What follows belongs to an exercise in optimizing a design on an open flow for small area and a short achievable clock period; a production flow would make more cautious choices.
The RTL was checked by simulation tests, not by an equivalence proof against the original design.
The flow treats the clock pin as an ideal source, which a real chip does not have.

==> flow/design.v (excerpt) <==
module qft3_top
(
    input  logic        clk,
    input  logic        rst_n,
    input  logic        valid_i,
    input  logic [63:0] re_i,
    input  logic [63:0] im_i,
    output logic        valid_o,
    output logic [63:0] re_o,
    output logic [63:0] im_o
);
Size: ~1,100 flip-flops, ~260 I/O pins, ~67,000 um2 of cells after synthesis.
clock: 4.0 ns
lec_check: 0
cap_margin: 20
core_margin: 2
core_utilization: 40
cts_buf_list: sky130_fd_sc_hd__clkbuf_8
cts_cluster_size: 30
setup_slack_margin: 1.6
slew_margin: 20
run.sh (not shown) runs the stock make flow with config.mk's settings and CLKGATE_MAP_FILE= SYNTH_SCRIPT=/design/flow/synth_recipe.tcl, a recipe that flattens the netlist after the stock synthesis.
Rerun with:
- CTS_BUF_LIST: sky130_fd_sc_hd__clkbuf_8 -> unset
- CTS_CLUSTER_SIZE: 30 -> unset
- SETUP_SLACK_MARGIN: 1.6 -> 2.0
=>
- cell area rises by roughly a tenth
- maximum frequency rises slightly
- global-route usage rises by 0.46 points
Rerun with:
- CORE_UTILIZATION: 40 -> 55
- CTS_CLUSTER_DIAMETER: unset -> 200
- CTS_CLUSTER_SIZE: unset -> 30
- SETUP_SLACK_MARGIN: 2.0 -> 1.6
Result: The new run completed with no timing, DRC or antenna violations; cell count shrinks by 10%; core utilization grows by 11 points; setup slack gets worse by 41 ps; sequential share of layout area grows by 3.3 points; synthesized area stays the same; die area shrinks by 27%; global-route usage grows by 4.3 points.


before:
Starting RTL as in the previous note.
==> flow/design.v (excerpt) <==
module qft3_top
(
    input  logic        clk,
    input  logic        rst_n,
    input  logic        valid_i,
    input  logic [63:0] re_i,
    input  logic [63:0] im_i,
    output logic        valid_o,
    output logic [63:0] re_o,
    output logic [63:0] im_o
);
    logic [7:0] v_q;
    always_ff @(posedge clk or negedge rst_n) begin
        if (!rst_n) v_q <= '0;
        else        v_q <= {v_q[6:0], valid_i};
    end
    assign valid_o = v_q[7];
    logic [7:0] x_re0, x_im0;
    logic [7:0] x_re1, x_im1;
    logic [7:0] x_re2, x_im2;
    logic [7:0] x_re3, x_im3;
    logic [7:0] x_re4, x_im4;
    logic [7:0] x_re5, x_im5;
    logic [7:0] x_re6, x_im6;
    logic [7:0] x_re7, x_im7;
    logic [7:0] u1_h2_re0;
    logic       u1_h2_re0_m80;
    logic [8:0] u1_h2_re0_t;
    logic [7:0] u2_h2_im0;
    logic       u2_h2_im0_m80;
    logic [8:0] u2_h2_im0_t;
    logic [7:0] u3_h2_re4;
    logic       u3_h2_re4_m80;
    logic [8:0] u3_h2_re4_t;
    logic [7:0] u4_h2_im4;
    logic       u4_h2_im4_m80;
    logic [8:0] u4_h2_im4_t;
    logic [7:0] u5_h2_re1;
  ...
export LEC_CHECK = 0
export CAP_MARGIN = 20
export CORE_MARGIN = 2
export CORE_UTILIZATION = 40
export CTS_CLUSTER_DIAMETER = 150
export CTS_CLUSTER_SIZE = 24
export SETUP_SLACK_MARGIN = 1.5
export SLEW_MARGIN = 20
create_clock -name core_clock -period 4.0 [get_ports {clk}]
standard.sh (not shown) runs the stock make flow with config.mk's settings and CLKGATE_MAP_FILE= SYNTH_SCRIPT=/design/flow/synth_recipe.tcl, a recipe that flattens the netlist after the stock synthesis.
==> flow/flow/run.sh <==
#!/bin/bash
# The standard layout with two changes:
#  - the ports get the smallest buffer (buf_1) instead of the default one;
#  - after clock tree synthesis, flops inside the pipeline whose incoming paths are
#    tighter than their outgoing ones get one clock buffer of delay (useful skew between
#    internal registers only; flops fed by the inputs and the valid chain are left alone).
# Each tool's output goes to a log of its own in this folder.
set -euo pipefail
export BUFFER_PORTS_ARGS="-buffer_cell sky130_fd_sc_hd__buf_1"
bash standard.sh synth > synth.log 2>&1
bash standard.sh cts > place_cts.log 2>&1
R=orfs/results/sky130hd/qft3_top/base
PLATFORM_DIR="$FLOW_HOME/platforms/sky130hd" IN_ODB=$R/4_cts.odb IN_SDC=$R/4_cts.sdc OUT_ODB=$R/4_cts.odb \
  SKEW_DELTA=0.08 SKEW_BUF=sky130_fd_sc_hd__clkbuf_1 SKEW_BELOW=1.8 \
  SKEW_IO_PATTERNS='*_h2_*_t_d1* v_q*' \
  openroad -no_init -exit flow/skew.tcl > skew.log 2>&1
bash standard.sh finish > route_finish.log 2>&1
==> flow/flow/skew.tcl <==
# Useful skew for the internal register-to-register paths: give a flop whose incoming
# paths are tighter than its outgoing ones a small clock delay (one buffer on its clock
# pin). Flops that capture from input ports or launch to output ports are left alone.
set plat $::env(PLATFORM_DIR)
read_lef $plat/lef/sky130_fd_sc_hd.tlef
read_lef $plat/lef/sky130_fd_sc_hd_merged.lef
read_liberty $plat/lib/sky130_fd_sc_hd__tt_025C_1v80.lib
read_db $::env(IN_ODB)
read_sdc $::env(IN_SDC)
source $plat/setRC.tcl
set_propagated_clock [all_clocks]
estimate_parasitics -placement
puts "before: worst slack [format %.3f [sta::worst_slack -max]] hold [format %.3f [sta::worst_slack -min]]"
set delta $::env(SKEW_DELTA)
set bufm $::env(SKEW_BUF)
set block [ord::get_db_block]
set master [[ord::get_db] findMaster $bufm]
# flops next to the ports
# (by name: the first stage's sums, the output stage and the valid chain)
set io_pat $::env(SKEW_IO_PATTERNS)
set chosen {}
foreach reg [all_registers -edge_triggered -cells] {
  set n [get_full_name $reg]
  set skip 0
  foreach p $io_pat { if {[string match $p $n]} { set skip 1 } }
  if {$skip} continue
  set d [get_pins -of_objects $reg -filter "name==D"]
  set q [get_pins -of_objects $reg -filter "name==Q"]
  if {$d eq "" || $q eq ""} continue
  set sin [get_property $d slack_max]
  set sout [get_property $q slack_max]
  if {$sin + $delta < $sout - $delta && $sin < $::env(SKEW_BELOW)} { lappend chosen [sta::sta_to_db_inst $reg] }
}
puts "flops to delay: [llength $chosen]"
set k 0
foreach inst $chosen {
  set ck [$inst findITerm CLK]
  set cnet [$ck getNet]
  set b [odb::dbInst_create $block $master "skewbuf_$k"]
  set net [odb::dbNet_create $block "skewclk_$k"]
  $net setSigType CLOCK
  $ck disconnect
  $ck connect $net
  [$b findITerm A] connect $cnet
  [$b findITerm X] connect $net
  set loc [$inst getLocation]
  $b setLocation [lindex $loc 0] [lindex $loc 1]
  $b setPlacementStatus PLACED
  incr k
}
global_connect
detailed_placement
check_placement
estimate_parasitics -placement
puts "after: worst slack [format %.3f [sta::worst_slack -max]] hold [format %.3f [sta::worst_slack -min]]"
if {[info exists ::env(OUT_ODB)]} { write_db $::env(OUT_ODB) }
The final layout from before, which completed every stage, passed the timing, design-rule and antenna checks at the end of the flow.
The inputs of after differ from those of before as listed below.
# before
export LEC_CHECK = 0
export CAP_MARGIN = 20
export CORE_MARGIN = 2
export CORE_UTILIZATION = 40
export CTS_CLUSTER_DIAMETER = 150
export CTS_CLUSTER_SIZE = 24
export SETUP_SLACK_MARGIN = 1.5
export SLEW_MARGIN = 20
create_clock -name core_clock -period 4.0 [get_ports {clk}]
# after
export LEC_CHECK = 0
export CAP_MARGIN = 20
export CORE_MARGIN = 2
export CORE_UTILIZATION = 40
export CTS_CLUSTER_DIAMETER = 150
export CTS_CLUSTER_SIZE = 24
export SETUP_SLACK_MARGIN = 1.6
export SLEW_MARGIN = 20
create_clock -name core_clock -period 4.0 [get_ports {clk}]
--- a/flow/flow/run.sh
+++ b/flow/flow/run.sh
@@ -5 +5 @@
-#    tighter than their outgoing ones get one clock buffer of delay (useful skew between
+#    tighter than their outgoing ones get one or two clock buffers of delay (useful skew between
@@ -14 +14 @@
-  SKEW_DELTA=0.08 SKEW_BUF=sky130_fd_sc_hd__clkbuf_1 SKEW_BELOW=1.8 \
+  SKEW_DELTA=0.08 SKEW_BUF=sky130_fd_sc_hd__clkbuf_1 SKEW_BELOW=1.8 SKEW_PASSES=2 \
--- a/flow/flow/skew.tcl
+++ b/flow/flow/skew.tcl
@@ -20,0 +21,2 @@
+set k 0
+for {set pass 0} {$pass < $::env(SKEW_PASSES)} {incr pass} {
@@ -35 +36,0 @@
-set k 0
@@ -50,0 +52,3 @@
+estimate_parasitics -placement
+puts "pass $pass: worst slack [format %.3f [sta::worst_slack -max]]"
+}
Findings:
before → after: worst hold slack went down by 0.0076 ns; flip-flop and latch share of the layout cell area went down by 0.25 points; fill cell total of the finished layout was more or less identical.
Clock latency of the later-clocked register in the worst-skew pair: after > before
Side by side, antenna diode count turned out higher in after than in before.
Looking at measured slew at the worst slew-check pin across after and before, the one that comes out higher is before.
before vs after, endpoint of the most critical setup path: u17_cp_re5_d4[7] vs u27_h1_re3_d6[7]
Compared to before, after has setup slack 0.11 ns higher.
In after, the final non-filler cell area came out about 1.5% above the value in before.
Comparing after and before, the higher first-pass GRT wire length was measured on after.


Starting RTL as in the previous note.
clock: 4.0 ns
lec_check: 0
cap_margin: 20
core_margin: 2
core_utilization: 40
cts_cluster_diameter: 150
cts_cluster_size: 24
setup_slack_margin: 1.6
slew_margin: 20
==> flow/flow/run.sh <==
#!/bin/bash
# Standard layout, but with the smallest buffer on the ports. Each tool's output goes to its own log here.
set -euo pipefail
export BUFFER_PORTS_ARGS="-buffer_cell sky130_fd_sc_hd__buf_1"
bash standard.sh synth > synth.log 2>&1
bash standard.sh finish > layout.log 2>&1
The starting point completed without violations.
==> next run, changes <==
==> flow/run.sh (new file) <==
#!/bin/bash
# synth_recipe.tcl (not shown) runs the flow's synth.tcl, then flattens the netlist and writes it again
# the make line also repeats each setting of config.mk as NAME=value (left out here)
make -C /OpenROAD-flow-scripts/flow DESIGN_CONFIG=/design/flow/config.mk WORK_HOME=/design/flow/orfs CLKGATE_MAP_FILE= SYNTH_SCRIPT=/design/flow/synth_recipe.tcl finish
- SETUP_SLACK_MARGIN: 1.6 -> 1.4
removed: flow/flow/run.sh
removed: flow/standard.sh
=> Via count went down slightly. Setup slack gets worse by 0.17 ns. Register-to-register slack gets worse by 0.17 ns.
==> next run, changes <==
- SETUP_SLACK_MARGIN: 1.4 -> 1.6
=>
- sequential share of layout area went down by 0.40 points
- cell count went up slightly
- setup slack gets better by 0.11 ns
- die area stays the same

==> static timing again, ports no longer ideal <==
Ports are ideal in the flow. The routed layouts listed here were re-timed in OpenROAD.
Step 1 sets driving cells, clkbuf_16 on the clock port and buf_2 on the other inputs (assumed; they add their load-dependent delay and slew).
Step 2 also shifts input and output timing later by t, the mid clock arrival at the registers, as if the neighbouring blocks saw the same clock.
a / b / c = ideal ports / drivers / drivers and shift; a / b = the first two.
run	t, ns	setup slack, ns	worst hold slack (ns)	pins driven straight from the clock port
the first run of note 1	0.995	1.565 / 1.565 / 1.043	0.149 / 0.099 / 0.308	1
the second run of note 1	0.811	1.609 / 1.609 / 1.276	0.321 / 0.293 / 0.321	1
the third run of note 1	0.733	1.568 / 1.568 / 1.066	0.318 / 0.318 / 0.318	1
before	0.789	1.587 / 1.587 / 1.275	0.221 / 0.174 / 0.304	1
after	0.848	1.700 / 1.700 / 1.280	0.214 / 0.165 / 0.318	1
the first run of note 3	0.756	1.608 / 1.608 / 1.371	0.213 / 0.165 / 0.319	1
the second run of note 3	0.756	1.443 / 1.443 / 1.028	0.321 / 0.315 / 0.321	1
the third run of note 3	0.748	1.556 / 1.556 / 1.037	0.303 / 0.303 / 0.303	1
After both steps every run listed still meets setup and hold. For the first run of note 1, which loses most, drivers alone change the setup slack by 0.000 ns; drivers and shift together by -0.522 ns.
